What follows belongs to an exercise in optimizing a design on an open flow for small area, a short achievable clock period and few clock cycles per item; a production flow would make more cautious choices. No run shown here included a check of the RTL's function; only the layout flow was run. No activity file was given, so power comes from the tool's default toggle rates.

==> flow/design.v (outline; a module is shown in full before it is edited, if it fits) <==
// module csa_fa: 9 lines
// module csa_ha: 8 lines
// module binary_neuron: 885 lines
module binary_neuron (
    input  logic                    clk,
    input  logic                    reset,
    input  logic                    in_valid,
    output logic                    in_ready,
    input  logic [320:0]            in_req,
    output logic                    out_valid,
    input  logic                    out_ready,
    output logic [9:0]              out_sum
);
  // ...
==> flow/flow/run.sh <==
#!/bin/bash
# The standard layout (standard.sh: ORFS synthesis to final layout), with
# two changes:
#  - the input and output ports are buffered with the smallest buffer,
#    sky130_fd_sc_hd__buf_1, instead of the cell buffer_ports picks by default
#    (clkdlybuf4s50_1); later repair steps may still resize them;
#  - clock tree synthesis adds no dummy loads to the clock tree.
set -euo pipefail
export BUFFER_PORTS_ARGS="-buffer_cell sky130_fd_sc_hd__buf_1"
export CTS_ARGS="-sink_clustering_enable -repair_clock_nets -buf_list sky130_fd_sc_hd__clkbuf_8 -dont_use_dummy_load"
bash standard.sh > standard_flow.log 2>&1
==> flow/standard.sh <==
#!/bin/bash
# synth_recipe.tcl (not shown) runs the flow's synth.tcl, then flattens the netlist and writes it again
# the make line also repeats each setting of config.mk as NAME=value (left out here)
make -C /OpenROAD-flow-scripts/flow DESIGN_CONFIG=/design/flow/config.mk WORK_HOME=/design/flow/orfs CLKGATE_MAP_FILE= SYNTH_SCRIPT=/design/flow/synth_recipe.tcl "${@:-finish}"
==> flow/config.mk <==
export PLATFORM = sky130hd
export DESIGN_NAME = binary_neuron
export DESIGN_NICKNAME = binary_neuron
export VERILOG_FILES = /design/flow/design.v
export SDC_FILE = /design/flow/constraint.sdc
export NUM_CORES = 4
export LEC_CHECK = 0
export CAP_MARGIN = 20
export CORE_MARGIN = 2
export CORE_UTILIZATION = 40
export CTS_BUF_LIST = sky130_fd_sc_hd__clkbuf_8
export SLEW_MARGIN = 20
export SYNTH_HIERARCHICAL = 1
export SYNTH_MINIMUM_KEEP_SIZE = 0
==> flow/constraint.sdc <==
create_clock -name core_clock -period 6.0 [get_ports {clk}]
set_input_delay 1.2000 -clock core_clock [delete_from_list [all_inputs] [get_ports {clk}]]
set_output_delay 1.2000 -clock core_clock [all_outputs]
set_load 0.01 [all_outputs]
==> reports/metrics.yaml, run 1 <==
outcome: "timing/DRC/antenna clean"
worst_slack_ps: 2960
final_cell_mix: "buf_1, fa_1, nor2_1"
num-nonclk-buffers: 336
overflow: 0
combPwrFrac_pct: 66.3
critical_path.most_common_cell: "fa_1"
holdPathEnd: "stage_valid[2]"
routed_via_density: 4.56
syn_avg_cell_area_um2: 11.8
share_seq_of_total_power_pct: 26.5
dr.pass1.iters: 4
cap_violations: 0
synth_mux_area_share_pct: 0.164
die_area_um2: 31900
place_hpwl_um: 27500
largest_register_ffs: 30
synth_common_cells: "fa_1, nor2_1, xnor2_1, dfxtp_1"
antenna_cells: 0
met3_length_um: 1210
drive_gt1_share_pct: 1.44
grt_max_degree: 17
end_kind: "register"
hold_viol: 0
postCtsHoldBufs: 0
nets: 1971
==> inputs of run 2 (changes only) <==
--- a/flow/design.v
+++ b/flow/design.v
@@ -214,18 +214,18 @@
     wire p2_61 = in_req[75] ^ (~in_req[3] & (in_req[73] | in_req[74]));
     wire q3_61 = ~(in_req[76] ^ (~in_req[3] & (in_req[73] | in_req[74] | in_req[75])));
     wire p1_62 = in_req[70] ^ (~in_req[2] & in_req[69]);
     wire p2_62 = in_req[71] ^ (~in_req[2] & (in_req[69] | in_req[70]));
     wire q3_62 = ~(in_req[72] ^ (~in_req[2] & (in_req[69] | in_req[70] | in_req[71])));
     wire p1_63 = in_req[66] ^ (~in_req[1] & in_req[65]);
     wire p2_63 = in_req[67] ^ (~in_req[1] & (in_req[65] | in_req[66]));
     wire q3_63 = ~(in_req[68] ^ (~in_req[1] & (in_req[65] | in_req[66] | in_req[67])));
-    logic r1_s57, r1_s59, r1_s61, r1_s135, r1_c58, r1_c60, r1_c62, r1_s137, r1_s139, r1_s141, r1_s143, r1_s145, r1_s147, r1_s149, r1_s229, r1_s231, r1_c138, r1_c140, r1_c142, r1_c144, r1_c146, r1_s233, r1_s235, r1_c148, r1_c150, r1_s237, r1_s239, r1_s241, r1_s243, r1_s245, r1_s247, r1_s249, r1_s329, r1_s331, r1_s333, r1_s335, r1_s337, r1_s339, r1_s341, r1_c234, r1_c236, r1_c238, r1_c240, r1_c242, r1_c244, r1_c246, r1_s343, r1_s345, r1_s347, r1_c248, r1_c250, r1_s349, r1_s351, r1_s353, r1_s355, r1_s357, r1_c326, r1_c328, r1_c330, r1_c332, r1_c334, r1_c336, r1_c338, r1_c340, r1_c342, r1_s393, r1_s395, r1_s397, r1_s399, r1_s401, r1_s403, r1_s405, r1_c344, r1_c346, r1_c348, r1_c350, r1_c352, r1_c354, r1_c356, r1_c358, r1_s407, r1_s409, r1_c394, r1_c396, r1_c398, r1_c400, r1_c402, r1_c404, r1_c406, r1_c408, r1_c410;
-    logic r2_s447, r2_c392, r2_s449, r2_s473, r2_s475, r2_c450, r2_s477, r2_c476, r2_s489, r2_c478, r2_s491, r2_c492, r2_s499, r2_c498, r2_c500, r2_s63, r2_s157, r2_s271, r2_s391, r2_s159;
+    logic r1_s57, r1_s59, r1_s61, r1_s135, r1_c58, r1_c60, r1_c62, r1_s137, r1_s139, r1_s141, r1_s143, r1_s145, r1_s147, r1_s149, r1_c148, r1_c150, r1_s237, r1_s239, r1_s241, r1_s243, r1_s245, r1_s247, r1_s249, r1_s251, r1_s253, r1_s255, r1_s325, r1_s327, r1_s329, r1_s331, r1_s333, r1_s335, r1_s337, r1_s339, r1_s341, r1_c238, r1_c240, r1_c242, r1_c244, r1_c246, r1_s343, r1_s345, r1_s347, r1_c248, r1_c250, r1_c252, r1_c254, r1_c256, r1_s349, r1_s351, r1_s353, r1_s355, r1_s357, r1_s405, r1_c344, r1_c346, r1_c348, r1_c350, r1_c352, r1_c354, r1_c356, r1_c358, r1_s407, r1_s409, r1_s411, r1_s413, r1_s415, r1_s417, r1_s419, r1_c404, r1_c406, r1_c408, r1_c410, r1_c412, r1_c414, r1_c416, r1_c418, r1_c420, r1_s453, r1_s455, r1_c454, r1_c456;
+    logic r2_s447, r2_c392, r2_s449, r2_c448, r2_s475, r2_s477, r2_c450, r2_s491, r2_s493, r2_c492, r2_s499, r2_c494, r2_c498, r2_c500, r2_s63, r2_s157, r2_s271, r2_s391, r2_s159;
     wire s1 = ~(in_req[317] ^ in_req[313]);
     wire c2 = in_req[317] | in_req[313];
     wire s3, c4;
     csa_fa u_s3 (.a(in_req[309]), .b(in_req[305]), .c(in_req[301]), .s(s3), .co(c4));
     wire s5, c6;
     csa_fa u_s5 (.a(in_req[297]), .b(in_req[293]), .c(in_req[289]), .s(s5), .co(c6));
     wire s7, c8;
     csa_fa u_s7 (.a(in_req[285]), .b(in_req[281]), .c(in_req[277]), .s(s7), .co(c8));
@@ -435,67 +435,67 @@
     csa_fa u_s211 (.a(c86), .b(c88), .c(c90), .s(s211), .co(c212));
     wire s213, c214;
     csa_fa u_s213 (.a(c92), .b(c94), .c(c96), .s(s213), .co(c214));
     wire s215, c216;
     csa_fa u_s215 (.a(c98), .b(c100), .c(c102), .s(s215), .co(c216));
     wire s217, c218;
     csa_fa u_s217 (.a(c104), .b(c106), .c(c108), .s(s217), .co(c218));
     wire s219, c220;
-    csa_fa u_s219 (.a(s161), .b(s163), .c(s165), .s(s219), .co(c220));
+    csa_fa u_s219 (.a(c110), .b(c112), .c(c114), .s(s219), .co(c220));
     wire s221, c222;
-    csa_fa u_s221 (.a(s167), .b(s169), .c(s171), .s(s221), .co(c222));
+    csa_fa u_s221 (.a(c116), .b(c118), .c(c120), .s(s221), .co(c222));
     wire s223, c224;
-    csa_fa u_s223 (.a(s173), .b(s175), .c(s177), .s(s223), .co(c224));
+    csa_fa u_s223 (.a(c122), .b(s161), .c(s163), .s(s223), .co(c224));
     wire s225, c226;
-    csa_fa u_s225 (.a(s179), .b(s181), .c(s183), .s(s225), .co(c226));
+    csa_fa u_s225 (.a(s165), .b(s167), .c(s169), .s(s225), .co(c226));
     wire s227, c228;
-    csa_fa u_s227 (.a(s185), .b(s187), .c(s189), .s(s227), .co(c228));
+    csa_fa u_s227 (.a(s171), .b(s173), .c(s175), .s(s227), .co(c228));
     wire s229, c230;
-    csa_fa u_s229 (.a(s191), .b(s193), .c(s195), .s(s229), .co(c230));
+    csa_fa u_s229 (.a(s177), .b(s179), .c(s181), .s(s229), .co(c230));
     wire s231, c232;
-    csa_fa u_s231 (.a(s197), .b(s199), .c(s201), .s(s231), .co(c232));
+    csa_fa u_s231 (.a(s183), .b(s185), .c(s187), .s(s231), .co(c232));
     wire s233, c234;
-    csa_fa u_s233 (.a(c110), .b(c112), .c(c114), .s(s233), .co(c234));
+    csa_fa u_s233 (.a(s189), .b(s191), .c(s193), .s(s233), .co(c234));
     wire s235, c236;
-    csa_fa u_s235 (.a(c116), .b(c118), .c(c120), .s(s235), .co(c236));
+    csa_fa u_s235 (.a(s195), .b(s197), .c(s199), .s(s235), .co(c236));
     wire s237, c238;
-    csa_fa u_s237 (.a(c122), .b(c124), .c(c126), .s(s237), .co(c238));
+    csa_fa u_s237 (.a(s201), .b(c124), .c(c126), .s(s237), .co(c238));
     wire s239, c240;
     csa_fa u_s239 (.a(c128), .b(c130), .c(c132), .s(s239), .co(c240));
     wire s241, c242;
     csa_fa u_s241 (.a(c134), .b(c136), .c(s203), .s(s241), .co(c242));
     wire s243, c244;
     csa_fa u_s243 (.a(s205), .b(s207), .c(s209), .s(s243), .co(c244));
     wire s245, c246;
     csa_fa u_s245 (.a(s211), .b(s213), .c(s215), .s(s245), .co(c246));
     wire s247, c248;
-    csa_fa u_s247 (.a(s217), .b(s219), .c(s221), .s(s247), .co(c248));
+    csa_fa u_s247 (.a(s217), .b(c138), .c(c140), .s(s247), .co(c248));
     wire s249, c250;
-    csa_fa u_s249 (.a(s223), .b(s225), .c(s227), .s(s249), .co(c250));
+    csa_fa u_s249 (.a(c142), .b(c144), .c(c146), .s(s249), .co(c250));
     wire s251, c252;
-    csa_fa u_s251 (.a(r1_s229), .b(r1_s231), .c(r1_c138), .s(s251), .co(c252));
+    csa_fa u_s251 (.a(s219), .b(s221), .c(s223), .s(s251), .co(c252));
     wire s253, c254;
-    csa_fa u_s253 (.a(r1_c140), .b(r1_c142), .c(r1_c144), .s(s253), .co(c254));
+    csa_fa u_s253 (.a(s225), .b(s227), .c(s229), .s(s253), .co(c254));
     wire s255, c256;
-    csa_fa u_s255 (.a(r1_c146), .b(r1_s233), .c(r1_s235), .s(s255), .co(c256));
+    csa_fa u_s255 (.a(s231), .b(s233), .c(s235), .s(s255), .co(c256));
     wire s257, c258;
     csa_fa u_s257 (.a(r1_c148), .b(r1_c150), .c(r1_s237), .s(s257), .co(c258));
     wire s259, c260;
     csa_fa u_s259 (.a(r1_s239), .b(r1_s241), .c(r1_s243), .s(s259), .co(c260));
     wire s261, c262;
     csa_fa u_s261 (.a(r1_s245), .b(r1_s247), .c(r1_s249), .s(s261), .co(c262));
     wire s263, c264;
-    csa_fa u_s263 (.a(s261), .b(c152), .c(c154), .s(s263), .co(c264));
+    csa_fa u_s263 (.a(r1_s251), .b(r1_s253), .c(r1_s255), .s(s263), .co(c264));
     wire s265, c266;
-    csa_fa u_s265 (.a(c156), .b(s251), .c(s253), .s(s265), .co(c266));
+    csa_fa u_s265 (.a(s261), .b(s263), .c(c152), .s(s265), .co(c266));
     wire s267, c268;
-    csa_fa u_s267 (.a(s255), .b(s257), .c(s259), .s(s267), .co(c268));
+    csa_fa u_s267 (.a(c154), .b(c156), .c(s257), .s(s267), .co(c268));
     wire s269, c270;
-    csa_fa u_s269 (.a(c158), .b(c160), .c(s263), .s(s269), .co(c270));
+    csa_fa u_s269 (.a(s259), .b(c158), .c(c160), .s(s269), .co(c270));
     wire s271, c272;
     csa_fa u_s271 (.a(s265), .b(s267), .c(s269), .s(s271), .co(c272));
     wire s273 = ~(q3_0 ^ q3_1);
     wire c274 = q3_0 | q3_1;
     wire s275, c276;
     csa_fa u_s275 (.a(q3_2), .b(q3_3), .c(q3_4), .s(s275), .co(c276));
     wire s277, c278;
     csa_fa u_s277 (.a(q3_5), .b(q3_6), .c(q3_7), .s(s277), .co(c278));
@@ -569,53 +569,53 @@
     csa_fa u_s345 (.a(c206), .b(c208), .c(c210), .s(s345), .co(c346));
     wire s347, c348;
     csa_fa u_s347 (.a(c212), .b(c214), .c(c216), .s(s347), .co(c348));
     wire s349, c350;
     csa_fa u_s349 (.a(c218), .b(c220), .c(c222), .s(s349), .co(c350));
     wire s351, c352;
     csa_fa u_s351 (.a(c224), .b(c226), .c(c228), .s(s351), .co(c352));
     wire s353, c354;
-    csa_fa u_s353 (.a(c230), .b(c232), .c(s315), .s(s353), .co(c354));
+    csa_fa u_s353 (.a(c230), .b(c232), .c(c234), .s(s353), .co(c354));
     wire s355, c356;
-    csa_fa u_s355 (.a(s317), .b(s319), .c(s321), .s(s355), .co(c356));
+    csa_fa u_s355 (.a(c236), .b(s315), .c(s317), .s(s355), .co(c356));
     wire s357, c358;
-    csa_fa u_s357 (.a(s323), .b(s325), .c(s327), .s(s357), .co(c358));
+    csa_fa u_s357 (.a(s319), .b(s321), .c(s323), .s(s357), .co(c358));
     wire s359, c360;
-    csa_fa u_s359 (.a(r1_s329), .b(r1_s331), .c(r1_s333), .s(s359), .co(c360));
+    csa_fa u_s359 (.a(r1_s325), .b(r1_s327), .c(r1_s329), .s(s359), .co(c360));
     wire s361, c362;
-    csa_fa u_s361 (.a(r1_s335), .b(r1_s337), .c(r1_s339), .s(s361), .co(c362));
+    csa_fa u_s361 (.a(r1_s331), .b(r1_s333), .c(r1_s335), .s(s361), .co(c362));
     wire s363, c364;
-    csa_fa u_s363 (.a(r1_s341), .b(r1_c234), .c(r1_c236), .s(s363), .co(c364));
+    csa_fa u_s363 (.a(r1_s337), .b(r1_s339), .c(r1_s341), .s(s363), .co(c364));
     wire s365, c366;
     csa_fa u_s365 (.a(r1_c238), .b(r1_c240), .c(r1_c242), .s(s365), .co(c366));
     wire s367, c368;
     csa_fa u_s367 (.a(r1_c244), .b(r1_c246), .c(r1_s343), .s(s367), .co(c368));
     wire s369, c370;
     csa_fa u_s369 (.a(r1_s345), .b(r1_s347), .c(r1_c248), .s(s369), .co(c370));
     wire s371, c372;
-    csa_fa u_s371 (.a(r1_c250), .b(r1_s349), .c(r1_s351), .s(s371), .co(c372));
+    csa_fa u_s371 (.a(r1_c250), .b(r1_c252), .c(r1_c254), .s(s371), .co(c372));
     wire s373, c374;
-    csa_fa u_s373 (.a(r1_s353), .b(r1_s355), .c(r1_s357), .s(s373), .co(c374));
+    csa_fa u_s373 (.a(r1_c256), .b(r1_s349), .c(r1_s351), .s(s373), .co(c374));
     wire s375, c376;
-    csa_fa u_s375 (.a(c262), .b(c252), .c(c254), .s(s375), .co(c376));
+    csa_fa u_s375 (.a(r1_s353), .b(r1_s355), .c(r1_s357), .s(s375), .co(c376));
     wire s377, c378;
-    csa_fa u_s377 (.a(c256), .b(c258), .c(c260), .s(s377), .co(c378));
+    csa_fa u_s377 (.a(c262), .b(c264), .c(c258), .s(s377), .co(c378));
     wire s379, c380;
-    csa_fa u_s379 (.a(s359), .b(s361), .c(s363), .s(s379), .co(c380));
+    csa_fa u_s379 (.a(c260), .b(s359), .c(s361), .s(s379), .co(c380));
     wire s381, c382;
-    csa_fa u_s381 (.a(s365), .b(s367), .c(s369), .s(s381), .co(c382));
+    csa_fa u_s381 (.a(s363), .b(s365), .c(s367), .s(s381), .co(c382));
     wire s383, c384;
-    csa_fa u_s383 (.a(s371), .b(s373), .c(c264), .s(s383), .co(c384));
+    csa_fa u_s383 (.a(s369), .b(s371), .c(s373), .s(s383), .co(c384));
     wire s385, c386;
-    csa_fa u_s385 (.a(c266), .b(c268), .c(s375), .s(s385), .co(c386));
+    csa_fa u_s385 (.a(s375), .b(c266), .c(c268), .s(s385), .co(c386));
     wire s387, c388;
     csa_fa u_s387 (.a(s377), .b(s379), .c(s381), .s(s387), .co(c388));
     wire s389, c390;
-    csa_fa u_s389 (.a(c270), .b(s383), .c(s385), .s(s389), .co(c390));
+    csa_fa u_s389 (.a(s383), .b(c270), .c(s385), .s(s389), .co(c390));
     wire s391, c392;
     csa_fa u_s391 (.a(s387), .b(c272), .c(s389), .s(s391), .co(c392));
     wire s393 = ~(c274 ^ c276);
     wire c394 = c274 | c276;
     wire s395, c396;
     csa_fa u_s395 (.a(c278), .b(c280), .c(c282), .s(s395), .co(c396));
     wire s397, c398;
     csa_fa u_s397 (.a(c284), .b(c286), .c(c288), .s(s397), .co(c398));
@@ -627,111 +627,111 @@
     csa_fa u_s403 (.a(c302), .b(c304), .c(c306), .s(s403), .co(c404));
     wire s405, c406;
     csa_fa u_s405 (.a(c308), .b(c310), .c(c312), .s(s405), .co(c406));
     wire s407, c408;
     csa_fa u_s407 (.a(c314), .b(c316), .c(c318), .s(s407), .co(c408));
     wire s409, c410;
     csa_fa u_s409 (.a(c320), .b(c322), .c(c324), .s(s409), .co(c410));
     wire s411, c412;
-    csa_fa u_s411 (.a(r1_c326), .b(r1_c328), .c(r1_c330), .s(s411), .co(c412));
+    csa_fa u_s411 (.a(c326), .b(c328), .c(c330), .s(s411), .co(c412));
     wire s413, c414;
-    csa_fa u_s413 (.a(r1_c332), .b(r1_c334), .c(r1_c336), .s(s413), .co(c414));
+    csa_fa u_s413 (.a(c332), .b(c334), .c(c336), .s(s413), .co(c414));
     wire s415, c416;
-    csa_fa u_s415 (.a(r1_c338), .b(r1_c340), .c(r1_c342), .s(s415), .co(c416));
+    csa_fa u_s415 (.a(c338), .b(c340), .c(c342), .s(s415), .co(c416));
     wire s417, c418;
-    csa_fa u_s417 (.a(r1_s393), .b(r1_s395), .c(r1_s397), .s(s417), .co(c418));
+    csa_fa u_s417 (.a(s393), .b(s395), .c(s397), .s(s417), .co(c418));
     wire s419, c420;
-    csa_fa u_s419 (.a(r1_s399), .b(r1_s401), .c(r1_s403), .s(s419), .co(c420));
+    csa_fa u_s419 (.a(s399), .b(s401), .c(s403), .s(s419), .co(c420));
     wire s421, c422;
     csa_fa u_s421 (.a(r1_s405), .b(r1_c344), .c(r1_c346), .s(s421), .co(c422));
     wire s423, c424;
     csa_fa u_s423 (.a(r1_c348), .b(r1_c350), .c(r1_c352), .s(s423), .co(c424));
     wire s425, c426;
     csa_fa u_s425 (.a(r1_c354), .b(r1_c356), .c(r1_c358), .s(s425), .co(c426));
     wire s427, c428;
-    csa_fa u_s427 (.a(r1_s407), .b(r1_s409), .c(c360), .s(s427), .co(c428));
+    csa_fa u_s427 (.a(r1_s407), .b(r1_s409), .c(r1_s411), .s(s427), .co(c428));
     wire s429, c430;
-    csa_fa u_s429 (.a(c362), .b(c364), .c(c366), .s(s429), .co(c430));
+    csa_fa u_s429 (.a(r1_s413), .b(r1_s415), .c(r1_s417), .s(s429), .co(c430));
     wire s431, c432;
-    csa_fa u_s431 (.a(c368), .b(c370), .c(c372), .s(s431), .co(c432));
+    csa_fa u_s431 (.a(r1_s419), .b(c360), .c(c362), .s(s431), .co(c432));
     wire s433, c434;
-    csa_fa u_s433 (.a(c374), .b(s411), .c(s413), .s(s433), .co(c434));
+    csa_fa u_s433 (.a(c364), .b(c366), .c(c368), .s(s433), .co(c434));
     wire s435, c436;
-    csa_fa u_s435 (.a(s415), .b(s417), .c(s419), .s(s435), .co(c436));
+    csa_fa u_s435 (.a(c370), .b(c372), .c(c374), .s(s435), .co(c436));
     wire s437, c438;
-    csa_fa u_s437 (.a(s421), .b(s423), .c(s425), .s(s437), .co(c438));
+    csa_fa u_s437 (.a(c376), .b(s421), .c(s423), .s(s437), .co(c438));
     wire s439, c440;
-    csa_fa u_s439 (.a(c376), .b(c378), .c(c380), .s(s439), .co(c440));
+    csa_fa u_s439 (.a(s425), .b(s427), .c(s429), .s(s439), .co(c440));
     wire s441, c442;
-    csa_fa u_s441 (.a(c382), .b(s427), .c(s429), .s(s441), .co(c442));
+    csa_fa u_s441 (.a(c378), .b(c380), .c(c382), .s(s441), .co(c442));
     wire s443, c444;
-    csa_fa u_s443 (.a(s431), .b(s433), .c(s435), .s(s443), .co(c444));
+    csa_fa u_s443 (.a(c384), .b(s431), .c(s433), .s(s443), .co(c444));
     wire s445, c446;
-    csa_fa u_s445 (.a(s437), .b(c384), .c(c386), .s(s445), .co(c446));
+    csa_fa u_s445 (.a(s435), .b(s437), .c(s439), .s(s445), .co(c446));
     wire s447, c448;
-    csa_fa u_s447 (.a(c388), .b(s439), .c(s441), .s(s447), .co(c448));
+    csa_fa u_s447 (.a(c386), .b(c388), .c(s441), .s(s447), .co(c448));
     wire s449, c450;
-    csa_fa u_s449 (.a(s443), .b(c390), .c(s445), .s(s449), .co(c450));
+    csa_fa u_s449 (.a(s443), .b(s445), .c(c390), .s(s449), .co(c450));
     wire s451, c452;
     csa_fa u_s451 (.a(r2_s447), .b(r2_c392), .c(r2_s449), .s(s451), .co(c452));
-    wire s453 = ~(r1_c394 ^ r1_c396);
-    wire c454 = r1_c394 | r1_c396;
+    wire s453 = ~(c394 ^ c396);
+    wire c454 = c394 | c396;
     wire s455, c456;
-    csa_fa u_s455 (.a(r1_c398), .b(r1_c400), .c(r1_c402), .s(s455), .co(c456));
+    csa_fa u_s455 (.a(c398), .b(c400), .c(c402), .s(s455), .co(c456));
     wire s457, c458;
     csa_fa u_s457 (.a(r1_c404), .b(r1_c406), .c(r1_c408), .s(s457), .co(c458));
     wire s459, c460;
-    csa_fa u_s459 (.a(r1_c410), .b(c412), .c(c414), .s(s459), .co(c460));
+    csa_fa u_s459 (.a(r1_c410), .b(r1_c412), .c(r1_c414), .s(s459), .co(c460));
     wire s461, c462;
-    csa_fa u_s461 (.a(c416), .b(c418), .c(c420), .s(s461), .co(c462));
+    csa_fa u_s461 (.a(r1_c416), .b(r1_c418), .c(r1_c420), .s(s461), .co(c462));
     wire s463, c464;
-    csa_fa u_s463 (.a(c422), .b(c424), .c(c426), .s(s463), .co(c464));
+    csa_fa u_s463 (.a(r1_s453), .b(r1_s455), .c(c422), .s(s463), .co(c464));
     wire s465, c466;
-    csa_fa u_s465 (.a(s453), .b(s455), .c(s457), .s(s465), .co(c466));
+    csa_fa u_s465 (.a(c424), .b(c426), .c(c428), .s(s465), .co(c466));
     wire s467, c468;
-    csa_fa u_s467 (.a(c428), .b(c430), .c(c432), .s(s467), .co(c468));
+    csa_fa u_s467 (.a(c430), .b(s457), .c(s459), .s(s467), .co(c468));
     wire s469, c470;
-    csa_fa u_s469 (.a(c434), .b(c436), .c(c438), .s(s469), .co(c470));
+    csa_fa u_s469 (.a(s461), .b(c432), .c(c434), .s(s469), .co(c470));
     wire s471, c472;
-    csa_fa u_s471 (.a(s459), .b(s461), .c(s463), .s(s471), .co(c472));
+    csa_fa u_s471 (.a(c436), .b(c438), .c(c440), .s(s471), .co(c472));
     wire s473, c474;
-    csa_fa u_s473 (.a(s465), .b(c440), .c(c442), .s(s473), .co(c474));
+    csa_fa u_s473 (.a(s463), .b(s465), .c(s467), .s(s473), .co(c474));
     wire s475, c476;
-    csa_fa u_s475 (.a(s467), .b(c444), .c(s469), .s(s475), .co(c476));
+    csa_fa u_s475 (.a(c442), .b(c444), .c(s469), .s(s475), .co(c476));
     wire s477, c478;
-    csa_fa u_s477 (.a(s471), .b(c446), .c(c448), .s(s477), .co(c478));
+    csa_fa u_s477 (.a(c446), .b(s471), .c(s473), .s(s477), .co(c478));
     wire s479, c480;
-    csa_fa u_s479 (.a(r2_s473), .b(r2_s475), .c(r2_c450), .s(s479), .co(c480));
+    csa_fa u_s479 (.a(r2_c448), .b(r2_s475), .c(r2_s477), .s(s479), .co(c480));
     wire s481, c482;
-    csa_fa u_s481 (.a(r2_s477), .b(c452), .c(s479), .s(s481), .co(c482));
-    wire s483 = ~(c454 ^ c456);
-    wire c484 = c454 | c456;
+    csa_fa u_s481 (.a(r2_c450), .b(c452), .c(s479), .s(s481), .co(c482));
+    wire s483 = ~(r1_c454 ^ r1_c456);
+    wire c484 = r1_c454 | r1_c456;
     wire s485, c486;
     csa_fa u_s485 (.a(c458), .b(c460), .c(c462), .s(s485), .co(c486));
     wire s487, c488;
-    csa_fa u_s487 (.a(c464), .b(c466), .c(s483), .s(s487), .co(c488));
+    csa_fa u_s487 (.a(s483), .b(c464), .c(c466), .s(s487), .co(c488));
     wire s489, c490;
-    csa_fa u_s489 (.a(c468), .b(c470), .c(c472), .s(s489), .co(c490));
+    csa_fa u_s489 (.a(c468), .b(s485), .c(c470), .s(s489), .co(c490));
     wire s491, c492;
-    csa_fa u_s491 (.a(s485), .b(s487), .c(c474), .s(s491), .co(c492));
+    csa_fa u_s491 (.a(c472), .b(s487), .c(c474), .s(s491), .co(c492));
     wire s493, c494;
-    csa_fa u_s493 (.a(r2_c476), .b(r2_s489), .c(r2_c478), .s(s493), .co(c494));
+    csa_fa u_s493 (.a(c476), .b(s489), .c(c478), .s(s493), .co(c494));
     wire s495, c496;
-    csa_fa u_s495 (.a(r2_s491), .b(c480), .c(s493), .s(s495), .co(c496));
+    csa_fa u_s495 (.a(r2_s491), .b(r2_s493), .c(c480), .s(s495), .co(c496));
     wire s497 = ~(c484 ^ c486);
     wire c498 = c484 | c486;
     wire s499, c500;
-    csa_fa u_s499 (.a(c488), .b(c490), .c(s497), .s(s499), .co(c500));
+    csa_fa u_s499 (.a(c488), .b(s497), .c(c490), .s(s499), .co(c500));
     wire s501, c502;
-    csa_fa u_s501 (.a(r2_c492), .b(r2_s499), .c(c494), .s(s501), .co(c502));
+    csa_fa u_s501 (.a(r2_c492), .b(r2_s499), .c(r2_c494), .s(s501), .co(c502));
     wire s503 = ~(r2_c498 ^ r2_c500);
     wire c504 = r2_c498 | r2_c500;
-    wire [9:0] row_a = {c504, s503, c496, c482, s481, s451, r2_s391, r2_s271, r2_s157, r2_s63};
-    wire [9:0] row_b = {1'b0, c502, s501, s495, 1'b0, 1'b0, 1'b0, 1'b0, r2_s159, 1'b0};
+    wire [9:0] row_a = {c504, c502, s501, c482, s481, s451, r2_s391, r2_s271, r2_s157, r2_s63};
+    wire [9:0] row_b = {1'b0, s503, c496, s495, 1'b0, 1'b0, 1'b0, 1'b0, r2_s159, 1'b0};
     wire [9:0] total = row_a + row_b;
     logic         accept, pop;
     logic [2:0] pending, pending_next;
     assign accept = in_valid && in_ready;
     assign pop    = out_valid && out_ready;
     always_comb begin
         case ({accept, pop})
             2'b10:   pending_next = {pending[1:0], 1'b1};
@@ -765,108 +765,98 @@
         r1_c62 <= c62;
         r1_s137 <= s137;
         r1_s139 <= s139;
         r1_s141 <= s141;
         r1_s143 <= s143;
         r1_s145 <= s145;
         r1_s147 <= s147;
         r1_s149 <= s149;
-        r1_s229 <= s229;
-        r1_s231 <= s231;
-        r1_c138 <= c138;
-        r1_c140 <= c140;
-        r1_c142 <= c142;
-        r1_c144 <= c144;
-        r1_c146 <= c146;
-        r1_s233 <= s233;
-        r1_s235 <= s235;
         r1_c148 <= c148;
         r1_c150 <= c150;
         r1_s237 <= s237;
         r1_s239 <= s239;
         r1_s241 <= s241;
         r1_s243 <= s243;
         r1_s245 <= s245;
         r1_s247 <= s247;
         r1_s249 <= s249;
+        r1_s251 <= s251;
+        r1_s253 <= s253;
+        r1_s255 <= s255;
+        r1_s325 <= s325;
+        r1_s327 <= s327;
         r1_s329 <= s329;
         r1_s331 <= s331;
         r1_s333 <= s333;
         r1_s335 <= s335;
         r1_s337 <= s337;
         r1_s339 <= s339;
         r1_s341 <= s341;
-        r1_c234 <= c234;
-        r1_c236 <= c236;
         r1_c238 <= c238;
         r1_c240 <= c240;
         r1_c242 <= c242;
         r1_c244 <= c244;
         r1_c246 <= c246;
         r1_s343 <= s343;
         r1_s345 <= s345;
         r1_s347 <= s347;
         r1_c248 <= c248;
         r1_c250 <= c250;
+        r1_c252 <= c252;
+        r1_c254 <= c254;
+        r1_c256 <= c256;
         r1_s349 <= s349;
         r1_s351 <= s351;
         r1_s353 <= s353;
         r1_s355 <= s355;
         r1_s357 <= s357;
-        r1_c326 <= c326;
-        r1_c328 <= c328;
-        r1_c330 <= c330;
-        r1_c332 <= c332;
-        r1_c334 <= c334;
-        r1_c336 <= c336;
-        r1_c338 <= c338;
-        r1_c340 <= c340;
-        r1_c342 <= c342;
-        r1_s393 <= s393;
-        r1_s395 <= s395;
-        r1_s397 <= s397;
-        r1_s399 <= s399;
-        r1_s401 <= s401;
-        r1_s403 <= s403;
         r1_s405 <= s405;
         r1_c344 <= c344;
         r1_c346 <= c346;
         r1_c348 <= c348;
         r1_c350 <= c350;
         r1_c352 <= c352;
         r1_c354 <= c354;
         r1_c356 <= c356;
         r1_c358 <= c358;
         r1_s407 <= s407;
         r1_s409 <= s409;
-        r1_c394 <= c394;
-        r1_c396 <= c396;
-        r1_c398 <= c398;
-        r1_c400 <= c400;
-        r1_c402 <= c402;
+        r1_s411 <= s411;
+        r1_s413 <= s413;
+        r1_s415 <= s415;
+        r1_s417 <= s417;
+        r1_s419 <= s419;
         r1_c404 <= c404;
         r1_c406 <= c406;
         r1_c408 <= c408;
         r1_c410 <= c410;
+        r1_c412 <= c412;
+        r1_c414 <= c414;
+        r1_c416 <= c416;
+        r1_c418 <= c418;
+        r1_c420 <= c420;
+        r1_s453 <= s453;
+        r1_s455 <= s455;
+        r1_c454 <= c454;
+        r1_c456 <= c456;
     end
     always_ff @(posedge clk) begin
         r2_s447 <= s447;
         r2_c392 <= c392;
         r2_s449 <= s449;
-        r2_s473 <= s473;
+        r2_c448 <= c448;
         r2_s475 <= s475;
-        r2_c450 <= c450;
         r2_s477 <= s477;
-        r2_c476 <= c476;
-        r2_s489 <= s489;
-        r2_c478 <= c478;
+        r2_c450 <= c450;
         r2_s491 <= s491;
+        r2_s493 <= s493;
         r2_c492 <= c492;
         r2_s499 <= s499;
+        r2_c494 <= c494;
         r2_c498 <= c498;
         r2_c500 <= c500;
         r2_s63 <= s63;
         r2_s157 <= s157;
         r2_s271 <= s271;
         r2_s391 <= s391;
         r2_s159 <= s159;
     end
==> reports/metrics.yaml, run 2 <==
outcome: "timing/DRC/antenna clean"
reg2reg_from: "r1_s245"
worstRegToRegCells: 5
final_common_cell: "buf_1"
required_ps: 6320
final_cell_mix: "buf_1, fa_1, nor2_1"
ys_top_cells_by_area: "fa_1, dfxtp_1, xnor2_1"
crit_type: "in2reg"
grt_pass1_vias: 8687
place_hpwl_um: 27900  # +1.4%
nets: 1963  # -0.41%
period_needed_ps: 3120
synth_common_cells: "fa_1, nor2_1, xnor2_1, dfxtp_1, xor2_1"
slew_viol_final: 0
ys_seq_area_share_pct: 26.6
numCtsBuffers: 17
hold_viol: 0  # unchanged
multiInputGateArea_um2: 8660
rsz0062_at_grt: "false"
clock_sinks: 145
fin_skew_ps: 23.5
wl_per_cell_um: 17.2
holdCritStartpoint: "stage_valid[1]"
clock_latency_ps: 450
route.detailed.drc: 0
largest_register_ffs: 30  # unchanged
grt_pass1_wl_um: 46700
syn_avg_cell_area_um2: 11.7  # -0.56%
cts_tree: "yes"
placed_area_um2: 13800
crit_path_start_kind: "input pin"
regToRegEndpoint: "r2_s391"
routed_via_density: 4.60  # +0.91%
postCtsSetupRepairBufs: 0
gr-usage-all-layers_pct: 20.2
tns_ps: 0
hold_ws_ps: 432
synth_nets: 1612
synth_top_area_cell: "fa_1"
initial_core_util_pct: 40.6
netlist_instances: 1028
cp-startpoint: "in_req[185]"
vias: 8129
irDropWorstVdd_mv: 0.454
overflow: 0  # unchanged
cap_violations: 0  # unchanged
synth_area_um2: 12000
die_area_um2: 31500  # -1.3%
synth_edf_count: 30
area.growth.synth_to_final_pct: 16.3
io_buffers: 336
synth_most_common_cell: "fa_1"
synth_ff_type: "dfxtp_1"
synthArstFlopShare_pct: 0
detail-route-antenna-nets: 0
power.leakage_nw: 5.14
fp.dieH_um: 177
die_w_um: 177
rows: 63
ys_types: 33
clockBufferDepth: 2
post-route-period-util_pct: 51.9
postCtsHoldBufs: 0  # unchanged
design_area_um2: 14000
antenna_found_initial: 0
cp-endpoint: "r1_s255"
tightestPinTransition_ps: 611
crit_arrival_ps: 3440
dr.pass1.iters: 5  # +1
num_io_pins: 337
cts-root-buf: "clkbuf_8"
path_clk_slew_ps: 80
nFillCells: 2858
min_path_type: "reg2reg"
coreArea_um2: 29600
timing.fmax_mhz: 321
layout.area.seq_um2: 3200
synth_seq_cells: 145
cts_resized: 0
power.density_nw_per_um2: 518
reg2reg_slack_ps: 3160
finalWeightedCongestion: 0.865
yosysWarnings: 8
maxSlewHeadroom_pct: 59.3
path_max_fanout: 4
drt_iter0_markers: 369
setup_viol: 0
grt_max_degree: 17  # unchanged
cts_max_level: 4
yosysTopAreaCellShare_pct: 40.4
drive_gt1_share_pct: 1.60  # +0.15 points
wl_um: 30300
largest-register: "q_data"
end_kind: "register"
antenna_cells: 0  # unchanged
-- run 2: worst min path at each step --
stage / slack (ps) / depth (start not counted) / to
2_1_floorplan: 410 / 1 / stage_valid[2]
3_3_place_gp: 420 / 1 / stage_valid[2]
3_5_place_dp: 430 / 1 / stage_valid[2]
4_1_cts: 440 / 1 / stage_valid[2]
5_1_grt: 450 / 1 / stage_valid[2]
6_report: 430 / 1 / stage_valid[2]
-- run 2: final cells by class --
cell class | count | share of cell area [%]
multi-input combinational | 839 | 61.9
sequential | 145 | 22.9
timing repair buffer | 336 | 9.01
tap | 390 | 3.49
clock buffer | 17 | 1.67
inverter | 40 | 1.07
-- run 2: routing by layer --
layer  wire [um]  up-vias  global-route usage, %
met3        1280       20                   3.38
met2       16300      218                   36.9
met1       12500     3940                   25.4
met5           0        -                      0
li1            -     3951                      -
met4         296        0                   3.24
-- run 2: metrics by stage --
stage               std cells  util [%]  setup slack [ps]  total power [W]
finish                   1767      47.2              2880          0.00725
global route             1767      47.2              2840          0.00811
CTS                      1767      47.2              2900          0.00742
detailed placement       1750      46.4              2420          0.00687
global placement         1750      46.4              2490          0.00664
floorplan                1028         -              2810          0.00516
-- run 2: kinds of logic after synthesis --
family | share of synthesized area, %
xor gates and xnor gates | 14.4
adders and majority gates | 42.1
buffers and inverters | 1.39
and+or+nand+nor | 13.4
AOI/OAI and AO/OA | 1.77
DFF | 26.6
muxes | 0.354
-- run 2: worst max-delay path, stage by stage --
cell,delay [ps]
buf_1,240
nor2_1,70
nor2_1,120
xor2_1,270
fa_1,490
fa_1,540
fa_1,490
-- run 2: modules after synthesis, one instance, submodules excluded --
module         flops+latches  times used
binary_neuron            145           1
csa_fa                     0         243
-- run 2: power by group --
group	leakage (nW)	switching (W)	total (W)	internal (W)
combinational	3.78	0.00254	0.00477	0.00222
clock	0.122	0.000300	0.000549	0.000249
sequential	1.24	0.000256	0.00193	0.00167

port drivers added, routing unchanged:
No port has a modelled driver above. Below, the same layouts with a new extraction and two added sets of constraints.
Step 1: set_driving_cell puts a clkbuf_16 on clk and a buf_2 on each other input, an assumption about the parent block.
Step 2 adds t to the input delays and takes it off the output delays; t is the mean of the earliest and latest rising clock arrival at the registers after step 1. Input paths then give back, and output paths get back, about the clock's delay inside the block.
Slacks: ideal ports / drivers / drivers and shift; pairs: ideal ports / drivers.
run	t, ns	setup slack, ns	slew at the worst register clock pin (ns)	worst data-port slew with drivers (ns)	pins driven straight from the clock port
run 1	0.458	2.965 / 2.978 / 2.520	0.08 / 0.08	0.06	1
run 2	0.471	2.885 / 2.891 / 2.420	0.08 / 0.08	0.06	1
After both steps setup and hold are still met in every run listed. For run 2, which loses most, drivers alone change the setup slack by +0.006 ns; drivers and shift together by -0.465 ns.
